What follows belongs to an exercise in optimizing a design on an open flow for small area; a production flow would make more cautious choices. Only simulation tests tie the RTL to the original design; equivalence was not proved. Power figures rest on the tool's default switching activity, not on a simulated workload.

==> inputs of run P <==
## master_sync_top
module master_sync_top #(
	parameter int NODES = clk_sync_pkg::default_nodes,
	parameter int MBOX_BASE = clk_sync_pkg::default_mbox_base,
	parameter int CYCLE_PERIOD = 1000
) (
	input  logic                                clk_i,
	input  logic                                rst_i,
	input  logic                                rx_we_i,
	input  logic [clk_sync_pkg::ptr_w-1:0]      rx_addr_i,
	input  logic [7:0]                          rx_data_i,
	input  logic                                pulse_i,
	input  logic [1:0]                          snap_i,
	output logic [clk_sync_pkg::ts_w-1:0]       cycle_count_o,
	output logic                                calc_busy_o,
	output logic [NODES-1:0]                    rx_ok_o,
	output logic [NODES-1:0]                    sync_ok_o,
	output logic [NODES-1:0]                    slave_rdy_o,
	output logic [NODES-1:0]                    scope_trig_o,
	output logic [NODES*clk_sync_pkg::ts_w-1:0] comm_delays_o,
	output logic [NODES*clk_sync_pkg::ts_w-1:0] clock_offsets_o
);
clock: 10.0 ns
lec_check: 0
cap_margin: 30
core_margin: 2
core_utilization: 60
slew_margin: 30
standard.sh (not shown) runs the stock make flow with config.mk's settings and CLKGATE_MAP_FILE= SYNTH_SCRIPT=/design/flow/synth_recipe.tcl, a recipe that flattens the netlist after the stock synthesis.
==> flow/flow/run.sh <==
#!/bin/bash
# Layout flow: the standard ORFS flow (standard.sh) with these changes:
#  - synthesis maps logic with an area-oriented ABC script (flow/abc_area.script)
#    in place of ORFS's delay-oriented one; ABC does not touch the registers,
#    so the registers are those of the standard synthesis;
#  - pass-through wires (output ports sharing a driver) and port buffers use
#    the smallest buffer cell;
#  - clock tree synthesis uses clkbuf_8 leaf clusters of up to 16 sinks within
#    100 um and inserts no dummy loads.
# make's output goes to flow_make.log; each ORFS step keeps its own log under
# orfs/logs.
set -euo pipefail
here=$PWD
rm -rf scripts_mod
cp -r "$FLOW_HOME/scripts" scripts_mod
cp flow/abc_area.script scripts_mod/abc_speed.script
bash standard.sh \
	"SCRIPTS_DIR=$here/scripts_mod" \
	"MIN_BUF_CELL_AND_PORTS=sky130_fd_sc_hd__buf_1 A X" \
	"BUFFER_PORTS_ARGS=-buffer_cell sky130_fd_sc_hd__buf_1" \
	"CTS_ARGS=-sink_clustering_enable -repair_clock_nets -dont_use_dummy_load -buf_list sky130_fd_sc_hd__clkbuf_8 -sink_clustering_size 16 -sink_clustering_max_diameter 100" \
	finish > flow_make.log 2>&1
==> flow/flow/abc_area.script <==
&get -n
&st
&dch
&nf -R 1000 -E 100
&put
==> inputs of run F, as changes to run P <==
--- a/flow/design.v
+++ b/flow/design.v
@@ -60,65 +60,73 @@
 	input  logic                                       rst_i,
 	input  logic                                       rx_we_i,
 	input  logic [clk_sync_pkg::ptr_w-1:0]             rx_addr_i,
 	input  logic [7:0]                                 rx_data_i,
 	input  logic                                       pulse_i,
 	output logic [clk_sync_pkg::ts_w-1:0]              rd_data_o,
 	output logic [4:0]                                 ring_pos_o,
-	output logic [NODES-1:0]                           rdy_lo_o,
-	output logic [NODES-1:0]                           rdy_hi_o,
+	output logic [NODES-1:0]                           rx_ok_o,
 	output logic [NODES*3-1:0]                         flags_o
 );
 	localparam int n_slots = NODES * clk_sync_pkg::ts_slots - 2;
 	logic [clk_sync_pkg::ts_w-1:0] ts_q [n_slots];
 	logic wr_en;
 	logic [NODES-1:0] node_sel;
 	logic ts_off_ok;
 	logic [clk_sync_pkg::ts_slots-1:0] slot_sel;
 	logic is_hi;
 	logic flag_off_ok;
-	logic [NODES-1:0] node_lo_wr;
-	logic [NODES-1:0] node_hi_wr;
-	logic [NODES-1:0] chain_ok;
+	logic ts_lo_wr;
+	logic ts_hi_wr;
 	assign wr_en = rx_we_i && !pulse_i;  
 	always_comb begin
 		for (int n = 0; n < NODES; n++) begin
 			node_sel[n] = wr_en && rx_addr_i[clk_sync_pkg::ptr_w-1:4] == (MBOX_BASE / 16 + n);
 		end
 		ts_off_ok = rx_addr_i[3:0] >= clk_sync_pkg::ts_off
 			&& rx_addr_i[3:0] < clk_sync_pkg::ts_off + 2 * clk_sync_pkg::ts_slots;
 		for (int k = 0; k < clk_sync_pkg::ts_slots; k++) begin
 			slot_sel[k] = ts_off_ok && rx_addr_i[3:1] == (clk_sync_pkg::ts_off / 2 + k);
 		end
 		is_hi = rx_addr_i[0];
 		flag_off_ok = rx_addr_i[3:0] == clk_sync_pkg::flags_off;
-		for (int n = 0; n < NODES; n++) begin
-			node_lo_wr[n] = node_sel[n] && ts_off_ok && !is_hi;
-			node_hi_wr[n] = node_sel[n] && ts_off_ok && is_hi;
+		ts_lo_wr = |node_sel && ts_off_ok && !is_hi;
+		ts_hi_wr = |node_sel && ts_off_ok && is_hi;
+	end
+	logic [$clog2(NODES+1)-1:0] rcv_q;
+	logic lo_q;
+	logic at_rcv;
+	assign at_rcv = |node_sel && {1'b0, rx_addr_i[7], rx_addr_i[5:4]} == rcv_q;
+	always_ff @(posedge clk_i) begin
+		if (rst_i || pulse_i) begin
+			rcv_q <= '0;  
+			lo_q <= 1'b0;
+		end else if (at_rcv && ts_lo_wr) begin
+			lo_q <= 1'b1;
+		end else if (at_rcv && ts_hi_wr && lo_q) begin
+			rcv_q <= rcv_q + 1'b1;
+			lo_q <= 1'b0;
 		end
 	end
 	always_comb begin
-		chain_ok[0] = 1'b1;
-		for (int n = 1; n < NODES; n++) begin
-			chain_ok[n] = rdy_lo_o[n-1] && rdy_hi_o[n-1];
+		for (int n = 0; n < NODES; n++) begin
+			rx_ok_o[n] = rcv_q > n;
 		end
 	end
 	logic keep;
 	logic [NODES-1:0] flag_ld, flag_hold;
 	assign keep = !rst_i && !pulse_i;
 	always_comb begin
 		for (int n = 0; n < NODES; n++) begin
 			flag_ld[n] = keep && node_sel[n] && flag_off_ok;
 			flag_hold[n] = keep && !(node_sel[n] && flag_off_ok);
 		end
 	end
 	always_ff @(posedge clk_i) begin
 		for (int n = 0; n < NODES; n++) begin
-			rdy_lo_o[n] <= keep && (rdy_lo_o[n] || (node_lo_wr[n] && chain_ok[n]));
-			rdy_hi_o[n] <= keep && (rdy_hi_o[n] || (node_hi_wr[n] && chain_ok[n] && rdy_lo_o[n]));
 			flags_o[n*3 +: 3] <= ({3{flag_ld[n]}} & rx_data_i[2:0]) | ({3{flag_hold[n]}} & flags_o[n*3 +: 3]);
 		end
 	end
 	logic [4:0] m_q;
 	always_ff @(posedge clk_i) begin
 		if (rst_i || m_q == 0) begin
 			m_q <= n_slots - 1;
@@ -274,27 +282,26 @@
 `timescale 1ns/100ps
 module sync_report #(
 	parameter int NODES = clk_sync_pkg::default_nodes
 ) (
 	input  logic                                    clk_i,
 	input  logic                                    rst_i,
 	input  logic                                    pulse_i,
-	input  logic [NODES-1:0]                        rdy_lo_i,
-	input  logic [NODES-1:0]                        rdy_hi_i,
+	input  logic [NODES-1:0]                        rx_ok_i,
 	input  logic [NODES*3-1:0]                      flags_i,
 	output logic [NODES-1:0]                        rx_ok_o,
 	output logic [NODES-1:0]                        sync_ok_o,
 	output logic [NODES-1:0]                        slave_rdy_o,
 	output logic [NODES-1:0]                        scope_trig_o
 );
 	logic [NODES-1:0] lvl1_q;  
 	logic [NODES-1:0] lvl0_q;  
 	logic [NODES-1:0] scope_q;
 	logic [NODES-1:0] rx_ok_d;
-	assign rx_ok_d = rdy_lo_i & rdy_hi_i;  
+	assign rx_ok_d = rx_ok_i;  
 	logic cap, hold;
 	assign cap = !rst_i && pulse_i;
 	assign hold = !rst_i && !pulse_i;
 	always_ff @(posedge clk_i) begin
 		for (int n = 0; n < NODES; n++) begin
 			lvl1_q[n] <= (cap && rx_ok_d[n] && flags_i[n*3+0]) || (hold && lvl1_q[n]);
 			lvl0_q[n] <= (cap && rx_ok_d[n] && (!flags_i[n*3+0] || flags_i[n*3+1]))
@@ -329,34 +336,33 @@
 	output logic [NODES*clk_sync_pkg::ts_w-1:0] comm_delays_o,
 	output logic [NODES*clk_sync_pkg::ts_w-1:0] clock_offsets_o
 );
 	logic [clk_sync_pkg::cnt_w-1:0] snap_tx;
 	logic [clk_sync_pkg::cnt_w-1:0] snap_rx;
 	logic [4:0] ring_pos;
 	logic [clk_sync_pkg::ts_w-1:0] rd_data;
-	logic [NODES-1:0] rdy_lo;
-	logic [NODES-1:0] rdy_hi;
+	logic [NODES-1:0] rx_ok;
 	logic [NODES*3-1:0] flags;
 	local_period_counter #(.CYCLE_PERIOD(CYCLE_PERIOD)) u_local_period_counter (
 		.clk_i(clk_i), .rst_i(rst_i), .snap_i(snap_i),
 		.cycle_count_o(cycle_count_o), .snap_tx_o(snap_tx), .snap_rx_o(snap_rx)
 	);
 	mailbox_capture #(.NODES(NODES), .MBOX_BASE(MBOX_BASE)) u_mailbox_capture (
 		.clk_i(clk_i), .rst_i(rst_i), .rx_we_i(rx_we_i), .rx_addr_i(rx_addr_i),
 		.rx_data_i(rx_data_i), .pulse_i(pulse_i),
 		.rd_data_o(rd_data), .ring_pos_o(ring_pos),
-		.rdy_lo_o(rdy_lo), .rdy_hi_o(rdy_hi), .flags_o(flags)
+		.rx_ok_o(rx_ok), .flags_o(flags)
 	);
 	link_calc #(.NODES(NODES)) u_link_calc (
 		.clk_i(clk_i), .rst_i(rst_i), .pulse_i(pulse_i),
 		.snap_tx_i(snap_tx), .snap_rx_i(snap_rx),
 		.ring_pos_i(ring_pos), .rd_data_i(rd_data),
 		.comm_delays_o(comm_delays_o), .clock_offsets_o(clock_offsets_o),
 		.calc_busy_o(calc_busy_o)
 	);
 	sync_report #(.NODES(NODES)) u_sync_report (
 		.clk_i(clk_i), .rst_i(rst_i), .pulse_i(pulse_i),
-		.rdy_lo_i(rdy_lo), .rdy_hi_i(rdy_hi), .flags_i(flags),
+		.rx_ok_i(rx_ok), .flags_i(flags),
 		.rx_ok_o(rx_ok_o), .sync_ok_o(sync_ok_o),
 		.slave_rdy_o(slave_rdy_o), .scope_trig_o(scope_trig_o)
 	);
 endmodule
==> flow/config.mk (replaced) <==
export PLATFORM = sky130hd
export DESIGN_NAME = master_sync_top
export DESIGN_NICKNAME = master_sync_top
export VERILOG_FILES = /design/flow/design.v
export SDC_FILE = /design/flow/constraint.sdc
export NUM_CORES = 4
export LEC_CHECK = 0
export CAP_MARGIN = 10
export CORE_MARGIN = 2
export CORE_UTILIZATION = 60
export SLEW_MARGIN = 10
==> run notes <==
In run P the sequential share of layout area is lower than in run F, by 0.22 points. In run P the critical path depth is higher than in run F, by 4. Routed wire length: run F is lower than run P (about 4%). Against run P, the setup slack of run F is lower by 0.075 ns. Run F ran to the end with no violations. Run P completed with no timing, DRC or antenna violations.
==> figures <==
Outcome: run P finished clean; run F finished clean
Share of synthesized cell area in and, or, nand and nor gates: run P 6.81%; run F 6.48%
FMAX: run P 0.157 GHz; run F 0.155 GHz
Switching Fraction: run P 25.3%; run F 25.2%
Summed instance area of the synthesized netlist: run P 27200 um2; run F 26800 um2
Seq_cells: run P 832; run F 821
Final worst-path cycle share: run P 63.8%; run F 64.6%
Portion of the layout cell area used by clock cells: run P 2.57%; run F 2.62%
XOR/XNOR share of the synthesized area: run P 1.45%; run F 1.47%
Most frequent CP cell: run P sky130_fd_sc_hd__xnor2_1; run F sky130_fd_sc_hd__nor2_1

---

==> inputs of run a <==
master_sync_top, a different RTL version from the one above (not shown whole).
==> module link_calc, before the edit <==
module link_calc #(
	parameter int NODES = clk_sync_pkg::default_nodes
) (
	input  logic                                            clk_i,
	input  logic                                            rst_i,
	input  logic                                            pulse_i,
	input  logic [clk_sync_pkg::cnt_w-1:0]                  snap_tx_i,
	input  logic [clk_sync_pkg::cnt_w-1:0]                  snap_rx_i,
	input  logic [4:0]                                      ring_pos_i,
	input  logic [clk_sync_pkg::ts_w-1:0]                   rd_data_i,
	output logic [NODES*clk_sync_pkg::ts_w-1:0]             comm_delays_o,
	output logic [NODES*clk_sync_pkg::ts_w-1:0]             clock_offsets_o,
	output logic                                            calc_busy_o
);
	localparam int w = clk_sync_pkg::ts_w;
	localparam int cw = clk_sync_pkg::cnt_w;
	localparam int n_slots = NODES * clk_sync_pkg::ts_slots - 2;
	logic busy_q;
	logic rd_q;
	logic [w-1:0] del_q [NODES];
	logic [w-1:1] off_q [NODES-1];
	logic [w-1:0] off_head_q;
	logic start, op, first, last;
	logic [1:0] role;  
	logic r_p2, r_p3, r_t0, r_t1;
	logic acc;
	logic sub_d, sub_o, cin_o;
	logic [w-1:0] op_b, a_d, a_o, sum_d, sum_o;
	assign start = pulse_i && !busy_q;
	assign first = ring_pos_i == n_slots - 1;
	assign last = ring_pos_i == 0;
	assign op = busy_q && (rd_q || first);
	assign role = ~ring_pos_i[1:0];
	assign r_p2 = op && role == 0;
	assign r_p3 = op && role == 1;
	assign r_t0 = op && role == 2;
	assign r_t1 = op && role == 3;
	assign acc = op && role != 0;
	assign sub_d = start || r_p2 || r_t1;
	assign sub_o = start || r_p2 || r_p3;
	assign cin_o = sub_o || (r_t0 && first);
	always_comb begin
		op_b = rd_data_i;
		if (start) op_b = {{(w-cw){1'b0}}, snap_tx_i};
		a_d = ({w{acc}} & del_q[NODES-1]) | ({w{start}} & {{(w-cw){1'b0}}, snap_rx_i});
		a_o = ({w{acc}} & off_head_q) | ({w{start}} & {{(w-cw){1'b1}}, ~snap_rx_i});
	end
	assign sum_d = a_d + (op_b ^ {w{sub_d}}) + sub_d;
	assign sum_o = a_o + (op_b ^ {w{sub_o}}) + cin_o;
	always_ff @(posedge clk_i) begin
		if (rst_i) begin
			busy_q <= 1'b0;
			rd_q <= 1'b0;
		end else if (start) begin
			busy_q <= 1'b1;
			rd_q <= 1'b0;
		end else if (op) begin
			busy_q <= !last;
			rd_q <= !last;
		end
	end
	logic sh, ld;
	logic sel_sh, sel_hold, sel_ld, sel_hold_head;
	assign sh = r_p2;
	assign ld = start || op;
	assign sel_sh = !rst_i && sh;
	assign sel_hold = !rst_i && !sh;
	assign sel_ld = !rst_i && ld;
	assign sel_hold_head = !rst_i && !ld;
	always_ff @(posedge clk_i) begin
		for (int n = 0; n < NODES - 1; n++) begin
			del_q[n] <= ({w{sel_sh}} & del_q[n+1]) | ({w{sel_hold}} & del_q[n]);
		end
		del_q[NODES-1] <= ({w{sel_ld}} & sum_d) | ({w{sel_hold_head}} & del_q[NODES-1]);
		for (int n = 0; n < NODES - 2; n++) begin
			off_q[n] <= ({(w-1){sel_sh}} & off_q[n+1]) | ({(w-1){sel_hold}} & off_q[n]);
		end
		off_q[NODES-2] <= ({(w-1){sel_sh}} & off_head_q[w-1:1])
			| ({(w-1){sel_hold}} & off_q[NODES-2]);
		off_head_q <= ({w{sel_ld}} & sum_o) | ({w{sel_hold_head}} & off_head_q);
	end
	always_comb begin
		for (int n = 0; n < NODES; n++) begin
			comm_delays_o[n*w +: w] = del_q[n];
			clock_offsets_o[n*w] = del_q[n][0];
		end
		for (int n = 0; n < NODES - 1; n++) begin
			clock_offsets_o[n*w+1 +: w-1] = off_q[n];
		end
		clock_offsets_o[(NODES-1)*w+1 +: w-1] = off_head_q[w-1:1];
	end
	assign calc_busy_o = busy_q;
endmodule
export LEC_CHECK = 0
export CAP_MARGIN = 30
export CORE_MARGIN = 2
export CORE_UTILIZATION = 40
export SLEW_MARGIN = 30
create_clock -name core_clock -period 10.0 [get_ports {clk_i}]
==> flow/flow/run.sh <==
#!/bin/bash
# Layout flow: the standard ORFS flow (standard.sh) with three changes:
#  - synthesis maps logic with an area-oriented ABC script (flow/abc_area.script)
#    in place of ORFS's delay-oriented one; ABC does not touch the registers,
#    so the registers are those of the standard synthesis;
#  - port buffers use the smallest buffer cell;
#  - clock tree synthesis uses clkbuf_8 leaf clusters of up to 16 sinks within 100 um and
#    inserts no dummy loads.
# make's output goes to flow_make.log; each ORFS step keeps its own log under
# orfs/logs.
set -euo pipefail
here=$PWD
rm -rf scripts_mod
cp -r "$FLOW_HOME/scripts" scripts_mod
cp flow/abc_area.script scripts_mod/abc_speed.script
bash standard.sh \
	"SCRIPTS_DIR=$here/scripts_mod" \
	"BUFFER_PORTS_ARGS=-buffer_cell sky130_fd_sc_hd__buf_1" \
	"CTS_ARGS=-sink_clustering_enable -repair_clock_nets -dont_use_dummy_load -buf_list sky130_fd_sc_hd__clkbuf_8 -sink_clustering_size 16 -sink_clustering_max_diameter 100" \
	finish > flow_make.log 2>&1
Scripts as last shown in full above: flow/flow/abc_area.script
==> run b (differences from run a) <==
--- a/flow/design.v
+++ b/flow/design.v
@@ -173,16 +173,17 @@
 );
 	localparam int w = clk_sync_pkg::ts_w;
 	localparam int cw = clk_sync_pkg::cnt_w;
 	localparam int n_slots = NODES * clk_sync_pkg::ts_slots - 2;
 	logic busy_q;
 	logic rd_q;
 	logic [w-1:0] del_q [NODES];
-	logic [w-1:1] off_q [NODES-1];
-	logic [w-1:0] off_head_q;
+	logic [w-1:1] off_q [NODES];
+	logic off_head_lsb_q;
+	logic [w-1:0] off_head;
 	logic start, op, first, last;
 	logic [1:0] role;  
 	logic r_p2, r_p3, r_t0, r_t1;
 	logic acc;
 	logic sub_d, sub_o, cin_o;
 	logic [w-1:0] op_b, a_d, a_o, sum_d, sum_o;
 	assign start = pulse_i && !busy_q;
@@ -198,18 +199,19 @@
 	assign sub_d = start || r_p2 || r_t1;
 	assign sub_o = start || r_p2 || r_p3;
 	assign cin_o = sub_o || (r_t0 && first);
 	always_comb begin
 		op_b = rd_data_i;
 		if (start) op_b = {{(w-cw){1'b0}}, snap_tx_i};
 		a_d = ({w{acc}} & del_q[NODES-1]) | ({w{start}} & {{(w-cw){1'b0}}, snap_rx_i});
-		a_o = ({w{acc}} & off_head_q) | ({w{start}} & {{(w-cw){1'b1}}, ~snap_rx_i});
+		a_o = ({w{acc}} & off_head) | ({w{start}} & {{(w-cw){1'b1}}, ~snap_rx_i});
 	end
 	assign sum_d = a_d + (op_b ^ {w{sub_d}}) + sub_d;
 	assign sum_o = a_o + (op_b ^ {w{sub_o}}) + cin_o;
+	assign off_head = {off_q[NODES-1], off_head_lsb_q};
 	always_ff @(posedge clk_i) begin
 		if (rst_i) begin
 			busy_q <= 1'b0;
 			rd_q <= 1'b0;
 		end else if (start) begin
 			busy_q <= 1'b1;
 			rd_q <= 1'b0;
@@ -227,30 +229,29 @@
 	assign sel_ld = !rst_i && ld;
 	assign sel_hold_head = !rst_i && !ld;
 	always_ff @(posedge clk_i) begin
 		for (int n = 0; n < NODES - 1; n++) begin
 			del_q[n] <= ({w{sel_sh}} & del_q[n+1]) | ({w{sel_hold}} & del_q[n]);
 		end
 		del_q[NODES-1] <= ({w{sel_ld}} & sum_d) | ({w{sel_hold_head}} & del_q[NODES-1]);
-		for (int n = 0; n < NODES - 2; n++) begin
+		for (int n = 0; n < NODES - 1; n++) begin
 			off_q[n] <= ({(w-1){sel_sh}} & off_q[n+1]) | ({(w-1){sel_hold}} & off_q[n]);
 		end
-		off_q[NODES-2] <= ({(w-1){sel_sh}} & off_head_q[w-1:1])
-			| ({(w-1){sel_hold}} & off_q[NODES-2]);
-		off_head_q <= ({w{sel_ld}} & sum_o) | ({w{sel_hold_head}} & off_head_q);
+		off_q[NODES-1] <= ({(w-1){sel_ld}} & sum_o[w-1:1])
+			| ({(w-1){sel_hold_head}} & off_q[NODES-1]);
+		off_head_lsb_q <= (sel_ld && sum_o[0]) || (sel_hold_head && off_head_lsb_q);
 	end
 	always_comb begin
 		for (int n = 0; n < NODES; n++) begin
 			comm_delays_o[n*w +: w] = del_q[n];
 			clock_offsets_o[n*w] = del_q[n][0];
 		end
-		for (int n = 0; n < NODES - 1; n++) begin
+		for (int n = 0; n < NODES; n++) begin
 			clock_offsets_o[n*w+1 +: w-1] = off_q[n];
 		end
-		clock_offsets_o[(NODES-1)*w+1 +: w-1] = off_head_q[w-1:1];
 	end
 	assign calc_busy_o = busy_q;
 endmodule
 `timescale 1ns/100ps
 module sync_report #(
 	parameter int NODES = clk_sync_pkg::default_nodes
 ) (
==> flow/flow/run.sh (replaced) <==
#!/bin/bash
# Layout flow: the standard ORFS flow (standard.sh) with these changes:
#  - synthesis maps logic with an area-oriented ABC script (flow/abc_area.script)
#    in place of ORFS's delay-oriented one; ABC does not touch the registers,
#    so the registers are those of the standard synthesis;
#  - pass-through wires (output ports sharing a driver) and port buffers use
#    the smallest buffer cell;
#  - clock tree synthesis uses clkbuf_8 leaf clusters of up to 16 sinks within
#    100 um and inserts no dummy loads.
# make's output goes to flow_make.log; each ORFS step keeps its own log under
# orfs/logs.
set -euo pipefail
here=$PWD
rm -rf scripts_mod
cp -r "$FLOW_HOME/scripts" scripts_mod
cp flow/abc_area.script scripts_mod/abc_speed.script
bash standard.sh \
	"SCRIPTS_DIR=$here/scripts_mod" \
	"MIN_BUF_CELL_AND_PORTS=sky130_fd_sc_hd__buf_1 A X" \
	"BUFFER_PORTS_ARGS=-buffer_cell sky130_fd_sc_hd__buf_1" \
	"CTS_ARGS=-sink_clustering_enable -repair_clock_nets -dont_use_dummy_load -buf_list sky130_fd_sc_hd__clkbuf_8 -sink_clustering_size 16 -sink_clustering_max_diameter 100" \
	finish > flow_make.log 2>&1
Settings changed: CORE_UTILIZATION 40 to 60.
==> run c (differences from run a) <==
--- a/flow/design.v
+++ b/flow/design.v
@@ -60,65 +60,73 @@
 	input  logic                                       rst_i,
 	input  logic                                       rx_we_i,
 	input  logic [clk_sync_pkg::ptr_w-1:0]             rx_addr_i,
 	input  logic [7:0]                                 rx_data_i,
 	input  logic                                       pulse_i,
 	output logic [clk_sync_pkg::ts_w-1:0]              rd_data_o,
 	output logic [4:0]                                 ring_pos_o,
-	output logic [NODES-1:0]                           rdy_lo_o,
-	output logic [NODES-1:0]                           rdy_hi_o,
+	output logic [NODES-1:0]                           rx_ok_o,
 	output logic [NODES*3-1:0]                         flags_o
 );
 	localparam int n_slots = NODES * clk_sync_pkg::ts_slots - 2;
 	logic [clk_sync_pkg::ts_w-1:0] ts_q [n_slots];
 	logic wr_en;
 	logic [NODES-1:0] node_sel;
 	logic ts_off_ok;
 	logic [clk_sync_pkg::ts_slots-1:0] slot_sel;
 	logic is_hi;
 	logic flag_off_ok;
-	logic [NODES-1:0] node_lo_wr;
-	logic [NODES-1:0] node_hi_wr;
-	logic [NODES-1:0] chain_ok;
+	logic ts_lo_wr;
+	logic ts_hi_wr;
 	assign wr_en = rx_we_i && !pulse_i;  
 	always_comb begin
 		for (int n = 0; n < NODES; n++) begin
 			node_sel[n] = wr_en && rx_addr_i[clk_sync_pkg::ptr_w-1:4] == (MBOX_BASE / 16 + n);
 		end
 		ts_off_ok = rx_addr_i[3:0] >= clk_sync_pkg::ts_off
 			&& rx_addr_i[3:0] < clk_sync_pkg::ts_off + 2 * clk_sync_pkg::ts_slots;
 		for (int k = 0; k < clk_sync_pkg::ts_slots; k++) begin
 			slot_sel[k] = ts_off_ok && rx_addr_i[3:1] == (clk_sync_pkg::ts_off / 2 + k);
 		end
 		is_hi = rx_addr_i[0];
 		flag_off_ok = rx_addr_i[3:0] == clk_sync_pkg::flags_off;
-		for (int n = 0; n < NODES; n++) begin
-			node_lo_wr[n] = node_sel[n] && ts_off_ok && !is_hi;
-			node_hi_wr[n] = node_sel[n] && ts_off_ok && is_hi;
+		ts_lo_wr = |node_sel && ts_off_ok && !is_hi;
+		ts_hi_wr = |node_sel && ts_off_ok && is_hi;
+	end
+	logic [$clog2(NODES+1)-1:0] rcv_q;
+	logic lo_q;
+	logic at_rcv;
+	assign at_rcv = |node_sel && rx_addr_i[7:4] - MBOX_BASE / 16 == rcv_q;
+	always_ff @(posedge clk_i) begin
+		if (rst_i || pulse_i) begin
+			rcv_q <= '0;  
+			lo_q <= 1'b0;
+		end else if (at_rcv && ts_lo_wr) begin
+			lo_q <= 1'b1;
+		end else if (at_rcv && ts_hi_wr && lo_q) begin
+			rcv_q <= rcv_q + 1'b1;
+			lo_q <= 1'b0;
 		end
 	end
 	always_comb begin
-		chain_ok[0] = 1'b1;
-		for (int n = 1; n < NODES; n++) begin
-			chain_ok[n] = rdy_lo_o[n-1] && rdy_hi_o[n-1];
+		for (int n = 0; n < NODES; n++) begin
+			rx_ok_o[n] = rcv_q > n;
 		end
 	end
 	logic keep;
 	logic [NODES-1:0] flag_ld, flag_hold;
 	assign keep = !rst_i && !pulse_i;
 	always_comb begin
 		for (int n = 0; n < NODES; n++) begin
 			flag_ld[n] = keep && node_sel[n] && flag_off_ok;
 			flag_hold[n] = keep && !(node_sel[n] && flag_off_ok);
 		end
 	end
 	always_ff @(posedge clk_i) begin
 		for (int n = 0; n < NODES; n++) begin
-			rdy_lo_o[n] <= keep && (rdy_lo_o[n] || (node_lo_wr[n] && chain_ok[n]));
-			rdy_hi_o[n] <= keep && (rdy_hi_o[n] || (node_hi_wr[n] && chain_ok[n] && rdy_lo_o[n]));
 			flags_o[n*3 +: 3] <= ({3{flag_ld[n]}} & rx_data_i[2:0]) | ({3{flag_hold[n]}} & flags_o[n*3 +: 3]);
 		end
 	end
 	logic [4:0] m_q;
 	always_ff @(posedge clk_i) begin
 		if (rst_i || m_q == 0) begin
 			m_q <= n_slots - 1;
@@ -171,109 +179,129 @@
 	output logic [NODES*clk_sync_pkg::ts_w-1:0]             clock_offsets_o,
 	output logic                                            calc_busy_o
 );
 	localparam int w = clk_sync_pkg::ts_w;
 	localparam int cw = clk_sync_pkg::cnt_w;
 	localparam int n_slots = NODES * clk_sync_pkg::ts_slots - 2;
 	logic busy_q;
-	logic rd_q;
 	logic [w-1:0] del_q [NODES];
-	logic [w-1:1] off_q [NODES-1];
-	logic [w-1:0] off_head_q;
+	logic [w-1:1] off_q [NODES];
+	logic off_head_lsb_q;
+	logic [w-1:0] off_head;
+	logic fix_q;   
+	logic rd_q;    
+	logic pass_q;  
 	logic start, op, first, last;
 	logic [1:0] role;  
-	logic r_p2, r_p3, r_t0, r_t1;
-	logic acc;
-	logic sub_d, sub_o, cin_o;
-	logic [w-1:0] op_b, a_d, a_o, sum_d, sum_o;
+	logic r_p2, r_p3, r_t1;
+	logic op_d, op_o;
+	logic sub;
+	logic [w-1:0] op_a, op_b, sum;
 	assign start = pulse_i && !busy_q;
 	assign first = ring_pos_i == n_slots - 1;
 	assign last = ring_pos_i == 0;
-	assign op = busy_q && (rd_q || first);
+	assign op = busy_q && !fix_q && (rd_q || first);
+	assign op_d = op && !pass_q;
+	assign op_o = op && pass_q;
 	assign role = ~ring_pos_i[1:0];
-	assign r_p2 = op && role == 0;
-	assign r_p3 = op && role == 1;
-	assign r_t0 = op && role == 2;
-	assign r_t1 = op && role == 3;
-	assign acc = op && role != 0;
-	assign sub_d = start || r_p2 || r_t1;
-	assign sub_o = start || r_p2 || r_p3;
-	assign cin_o = sub_o || (r_t0 && first);
+	assign r_p2 = role == 0;
+	assign r_p3 = role == 1;
+	assign r_t1 = role == 3;
+	assign sub = start || fix_q || (op && r_p2) || (op_d && r_t1) || (op_o && r_p3);
+	assign off_head = {off_q[NODES-1], off_head_lsb_q};
 	always_comb begin
+		op_a = '0;
+		if (start) op_a = {{(w-cw){1'b0}}, snap_rx_i};
+		if (fix_q || (op_d && !r_p2)) op_a = del_q[NODES-1];
+		if (op_o && !r_p2) op_a = off_head;
 		op_b = rd_data_i;
 		if (start) op_b = {{(w-cw){1'b0}}, snap_tx_i};
-		a_d = ({w{acc}} & del_q[NODES-1]) | ({w{start}} & {{(w-cw){1'b0}}, snap_rx_i});
-		a_o = ({w{acc}} & off_head_q) | ({w{start}} & {{(w-cw){1'b1}}, ~snap_rx_i});
+		if (fix_q) op_b = {off_head[w-2:0], 1'b0};
 	end
-	assign sum_d = a_d + (op_b ^ {w{sub_d}}) + sub_d;
-	assign sum_o = a_o + (op_b ^ {w{sub_o}}) + cin_o;
+	assign sum = op_a + (op_b ^ {w{sub}}) + sub;
 	always_ff @(posedge clk_i) begin
 		if (rst_i) begin
 			busy_q <= 1'b0;
+			fix_q <= 1'b0;
 			rd_q <= 1'b0;
+			pass_q <= 1'b0;
 		end else if (start) begin
 			busy_q <= 1'b1;
+			fix_q <= 1'b1;
 			rd_q <= 1'b0;
-		end else if (op) begin
-			busy_q <= !last;
-			rd_q <= !last;
-		end
-	end
-	logic sh, ld;
-	logic sel_sh, sel_hold, sel_ld, sel_hold_head;
-	assign sh = r_p2;
-	assign ld = start || op;
-	assign sel_sh = !rst_i && sh;
-	assign sel_hold = !rst_i && !sh;
-	assign sel_ld = !rst_i && ld;
-	assign sel_hold_head = !rst_i && !ld;
+			pass_q <= 1'b0;
+		end else begin
+			fix_q <= 1'b0;
+			if (op) begin
+				rd_q <= !(last && pass_q);
+				busy_q <= !(last && pass_q);
+				if (last) pass_q <= 1'b1;
+			end
+		end
+	end
+	logic sh_d, sh_o, ld_d, ld_o;
+	logic sel_sh_d, sel_hold_d, sel_sh_o, sel_hold_o;
+	logic sel_ld_d, sel_hold_dh, sel_ld_o, sel_rx_o, sel_hold_oh;
+	assign sh_d = op_d && r_p2;
+	assign sh_o = op_o && r_p2;
+	assign ld_d = start || op_d;
+	assign ld_o = fix_q || op_o;
+	assign sel_sh_d = !rst_i && sh_d;
+	assign sel_hold_d = !rst_i && !sh_d;
+	assign sel_sh_o = !rst_i && sh_o;
+	assign sel_hold_o = !rst_i && !sh_o;
+	assign sel_ld_d = !rst_i && ld_d;
+	assign sel_hold_dh = !rst_i && !ld_d;
+	assign sel_ld_o = !rst_i && ld_o;
+	assign sel_rx_o = !rst_i && start;
+	assign sel_hold_oh = !rst_i && !ld_o && !start;
 	always_ff @(posedge clk_i) begin
 		for (int n = 0; n < NODES - 1; n++) begin
-			del_q[n] <= ({w{sel_sh}} & del_q[n+1]) | ({w{sel_hold}} & del_q[n]);
+			del_q[n] <= ({w{sel_sh_d}} & del_q[n+1]) | ({w{sel_hold_d}} & del_q[n]);
+		end
+		del_q[NODES-1] <= ({w{sel_ld_d}} & sum) | ({w{sel_hold_dh}} & del_q[NODES-1]);
+		for (int n = 0; n < NODES - 1; n++) begin
+			off_q[n] <= ({(w-1){sel_sh_o}} & off_q[n+1]) | ({(w-1){sel_hold_o}} & off_q[n]);
 		end
-		del_q[NODES-1] <= ({w{sel_ld}} & sum_d) | ({w{sel_hold_head}} & del_q[NODES-1]);
-		for (int n = 0; n < NODES - 2; n++) begin
-			off_q[n] <= ({(w-1){sel_sh}} & off_q[n+1]) | ({(w-1){sel_hold}} & off_q[n]);
-		end
-		off_q[NODES-2] <= ({(w-1){sel_sh}} & off_head_q[w-1:1])
-			| ({(w-1){sel_hold}} & off_q[NODES-2]);
-		off_head_q <= ({w{sel_ld}} & sum_o) | ({w{sel_hold_head}} & off_head_q);
+		off_q[NODES-1] <= ({(w-1){sel_ld_o}} & sum[w-1:1])
+			| ({(w-1){sel_rx_o}} & {{(w-cw){1'b0}}, snap_rx_i[cw-1:1]})
+			| ({(w-1){sel_hold_oh}} & off_q[NODES-1]);
+		off_head_lsb_q <= (sel_ld_o && sum[0]) || (sel_rx_o && snap_rx_i[0])
+			|| (sel_hold_oh && off_head_lsb_q);
 	end
 	always_comb begin
 		for (int n = 0; n < NODES; n++) begin
 			comm_delays_o[n*w +: w] = del_q[n];
 			clock_offsets_o[n*w] = del_q[n][0];
 		end
-		for (int n = 0; n < NODES - 1; n++) begin
+		for (int n = 0; n < NODES; n++) begin
 			clock_offsets_o[n*w+1 +: w-1] = off_q[n];
 		end
-		clock_offsets_o[(NODES-1)*w+1 +: w-1] = off_head_q[w-1:1];
 	end
 	assign calc_busy_o = busy_q;
 endmodule
 `timescale 1ns/100ps
 module sync_report #(
 	parameter int NODES = clk_sync_pkg::default_nodes
 ) (
 	input  logic                                    clk_i,
 	input  logic                                    rst_i,
 	input  logic                                    pulse_i,
-	input  logic [NODES-1:0]                        rdy_lo_i,
-	input  logic [NODES-1:0]                        rdy_hi_i,
+	input  logic [NODES-1:0]                        rx_ok_i,
 	input  logic [NODES*3-1:0]                      flags_i,
 	output logic [NODES-1:0]                        rx_ok_o,
 	output logic [NODES-1:0]                        sync_ok_o,
 	output logic [NODES-1:0]                        slave_rdy_o,
 	output logic [NODES-1:0]                        scope_trig_o
 );
 	logic [NODES-1:0] lvl1_q;  
 	logic [NODES-1:0] lvl0_q;  
 	logic [NODES-1:0] scope_q;
 	logic [NODES-1:0] rx_ok_d;
-	assign rx_ok_d = rdy_lo_i & rdy_hi_i;  
+	assign rx_ok_d = rx_ok_i;  
 	logic cap, hold;
 	assign cap = !rst_i && pulse_i;
 	assign hold = !rst_i && !pulse_i;
 	always_ff @(posedge clk_i) begin
 		for (int n = 0; n < NODES; n++) begin
 			lvl1_q[n] <= (cap && rx_ok_d[n] && flags_i[n*3+0]) || (hold && lvl1_q[n]);
 			lvl0_q[n] <= (cap && rx_ok_d[n] && (!flags_i[n*3+0] || flags_i[n*3+1]))
@@ -308,34 +336,33 @@
 	output logic [NODES*clk_sync_pkg::ts_w-1:0] comm_delays_o,
 	output logic [NODES*clk_sync_pkg::ts_w-1:0] clock_offsets_o
 );
 	logic [clk_sync_pkg::cnt_w-1:0] snap_tx;
 	logic [clk_sync_pkg::cnt_w-1:0] snap_rx;
 	logic [4:0] ring_pos;
 	logic [clk_sync_pkg::ts_w-1:0] rd_data;
-	logic [NODES-1:0] rdy_lo;
-	logic [NODES-1:0] rdy_hi;
+	logic [NODES-1:0] rx_ok;
 	logic [NODES*3-1:0] flags;
 	local_period_counter #(.CYCLE_PERIOD(CYCLE_PERIOD)) u_local_period_counter (
 		.clk_i(clk_i), .rst_i(rst_i), .snap_i(snap_i),
 		.cycle_count_o(cycle_count_o), .snap_tx_o(snap_tx), .snap_rx_o(snap_rx)
 	);
 	mailbox_capture #(.NODES(NODES), .MBOX_BASE(MBOX_BASE)) u_mailbox_capture (
 		.clk_i(clk_i), .rst_i(rst_i), .rx_we_i(rx_we_i), .rx_addr_i(rx_addr_i),
 		.rx_data_i(rx_data_i), .pulse_i(pulse_i),
 		.rd_data_o(rd_data), .ring_pos_o(ring_pos),
-		.rdy_lo_o(rdy_lo), .rdy_hi_o(rdy_hi), .flags_o(flags)
+		.rx_ok_o(rx_ok), .flags_o(flags)
 	);
 	link_calc #(.NODES(NODES)) u_link_calc (
 		.clk_i(clk_i), .rst_i(rst_i), .pulse_i(pulse_i),
 		.snap_tx_i(snap_tx), .snap_rx_i(snap_rx),
 		.ring_pos_i(ring_pos), .rd_data_i(rd_data),
 		.comm_delays_o(comm_delays_o), .clock_offsets_o(clock_offsets_o),
 		.calc_busy_o(calc_busy_o)
 	);
 	sync_report #(.NODES(NODES)) u_sync_report (
 		.clk_i(clk_i), .rst_i(rst_i), .pulse_i(pulse_i),
-		.rdy_lo_i(rdy_lo), .rdy_hi_i(rdy_hi), .flags_i(flags),
+		.rx_ok_i(rx_ok), .flags_i(flags),
 		.rx_ok_o(rx_ok_o), .sync_ok_o(sync_ok_o),
 		.slave_rdy_o(slave_rdy_o), .scope_trig_o(scope_trig_o)
 	);
 endmodule
==> flow/flow/run.sh (replaced) <==
#!/bin/bash
# Layout flow: the standard ORFS flow (standard.sh) with these changes:
#  - synthesis maps logic with an area-oriented ABC script (flow/abc_area.script)
#    in place of ORFS's delay-oriented one; ABC does not touch the registers,
#    so the registers are those of the standard synthesis;
#  - pass-through wires (output ports sharing a driver) and port buffers use
#    the smallest buffer cell;
#  - clock tree synthesis uses clkbuf_8 leaf clusters of up to 16 sinks within
#    100 um and inserts no dummy loads.
# make's output goes to flow_make.log; each ORFS step keeps its own log under
# orfs/logs.
set -euo pipefail
here=$PWD
rm -rf scripts_mod
cp -r "$FLOW_HOME/scripts" scripts_mod
cp flow/abc_area.script scripts_mod/abc_speed.script
bash standard.sh \
	"SCRIPTS_DIR=$here/scripts_mod" \
	"MIN_BUF_CELL_AND_PORTS=sky130_fd_sc_hd__buf_1 A X" \
	"BUFFER_PORTS_ARGS=-buffer_cell sky130_fd_sc_hd__buf_1" \
	"CTS_ARGS=-sink_clustering_enable -repair_clock_nets -dont_use_dummy_load -buf_list sky130_fd_sc_hd__clkbuf_8 -sink_clustering_size 16 -sink_clustering_max_diameter 100" \
	finish > flow_make.log 2>&1
Settings changed: CORE_UTILIZATION 40 to 60.
==> summary of the runs <==
- Sequential power is about the same in run b and run c.
- Between run b and run c, the lower hold slack is in run c (gap 38 ps).
- Sequential cell count: run c is lower than run a (9).
- Non-clock buffer count is the same in run c and run b.
- Between run b and run a, the lower via count is in run a (gap 0.90%, measured against run a).
- Synthesized area: run c is lower than run a (2.3%).
- Between run a and run b, the lower register-to-register slack is in run a (gap 330 ps).
- Of run c and run b, run c has the higher first-iteration DRC count (gap about 11%, measured against run b).
==> figures <==
Number of instances in the synthesized netlist: run a 2292; run b 2271; run c 2257
Global Route met2 Usage: run a 31.5%; run b 45.9%; run c 49.2%
Cell Int Power: run a 3970 µW; run b 3960 µW; run c 3920 µW
Total length of routed met2 wires: run a 32.6 mm; run b 31.5 mm; run c 33.6 mm
Hpwl dp: run a 43.6 mm; run b 43.0 mm; run c 46.3 mm
Power in the clock group: run a 1530 µW; run b 1480 µW; run c 1470 µW
End point of the most critical hold path: run a u_mailbox_capture.ts_q[5][6]; run b u_mailbox_capture.ts_q[9][11]; run c u_mailbox_capture.ts_q[11][12]
Vias in the first global route: run a 19400; run b 19100; run c 19000
Status: run a timing/DRC/antenna clean; run b timing/DRC/antenna clean; run c timing/DRC/antenna clean
Wirelength per Cell: run a 19.5 µm; run b 20.4 µm; run c 21.5 µm
Net switching power: run a 1340 µW; run b 1300 µW; run c 1340 µW
Share of post-route cells with drive strength above 1: run a 4.40%; run b 4.82%; run c 4.73%
Maximum fanout encountered on the critical timing path: run a 9; run b 24; run c 9
Overall die height: run a 267 µm; run b 218 µm; run c 216 µm
Non-Clock Buffer Area Fraction: run a 4.95%; run b 4.96%; run c 5.08%
Fraction of area in clock buffers and inverters: run a 2.61%; run b 2.56%; run c 2.59%
Final wirelength: run a 70.4 mm; run b 66.8 mm; run c 69.9 mm
Place WS: run a 2940 ps; run b 3440 ps; run c 3310 ps

separate check: timing with driven ports:
Ports are ideal in the flow. The routed layouts listed here were re-timed in OpenROAD. Step 1 sets driving cells, clkbuf_16 on the clock port and buf_2 on the other inputs (assumed; they add their load-dependent delay and slew). Step 2 moves the port delays by t, midway between the first and last clock arrival at a register: inputs arrive t later, outputs are due t later. That takes back most of the time a late clock gives input paths. Slacks: ideal ports / drivers / drivers and shift; pairs: ideal ports / drivers.
| run | shift t [ns] | slack for setup (ns) | hold slack, ns |
|---|---|---|---|
| run P | 0.732 | 3.618 / 3.653 / 2.922 | 0.428 / 0.428 / 0.428 |
| run F | 0.724 | 3.544 / 3.576 / 2.852 | 0.398 / 0.398 / 0.398 |
| run a | 0.724 | 3.535 / 3.560 / 2.836 | 0.384 / 0.384 / 0.384 |
| run b | 0.741 | 4.262 / 4.295 / 3.554 | 0.434 / 0.434 / 0.434 |
| run c | 0.742 | 4.000 / 4.027 / 3.285 | 0.396 / 0.396 / 0.396 |
After both steps setup and hold are still met in every run listed. For run c, which loses most, drivers alone change the setup slack by +0.027 ns; drivers and shift together by -0.715 ns.
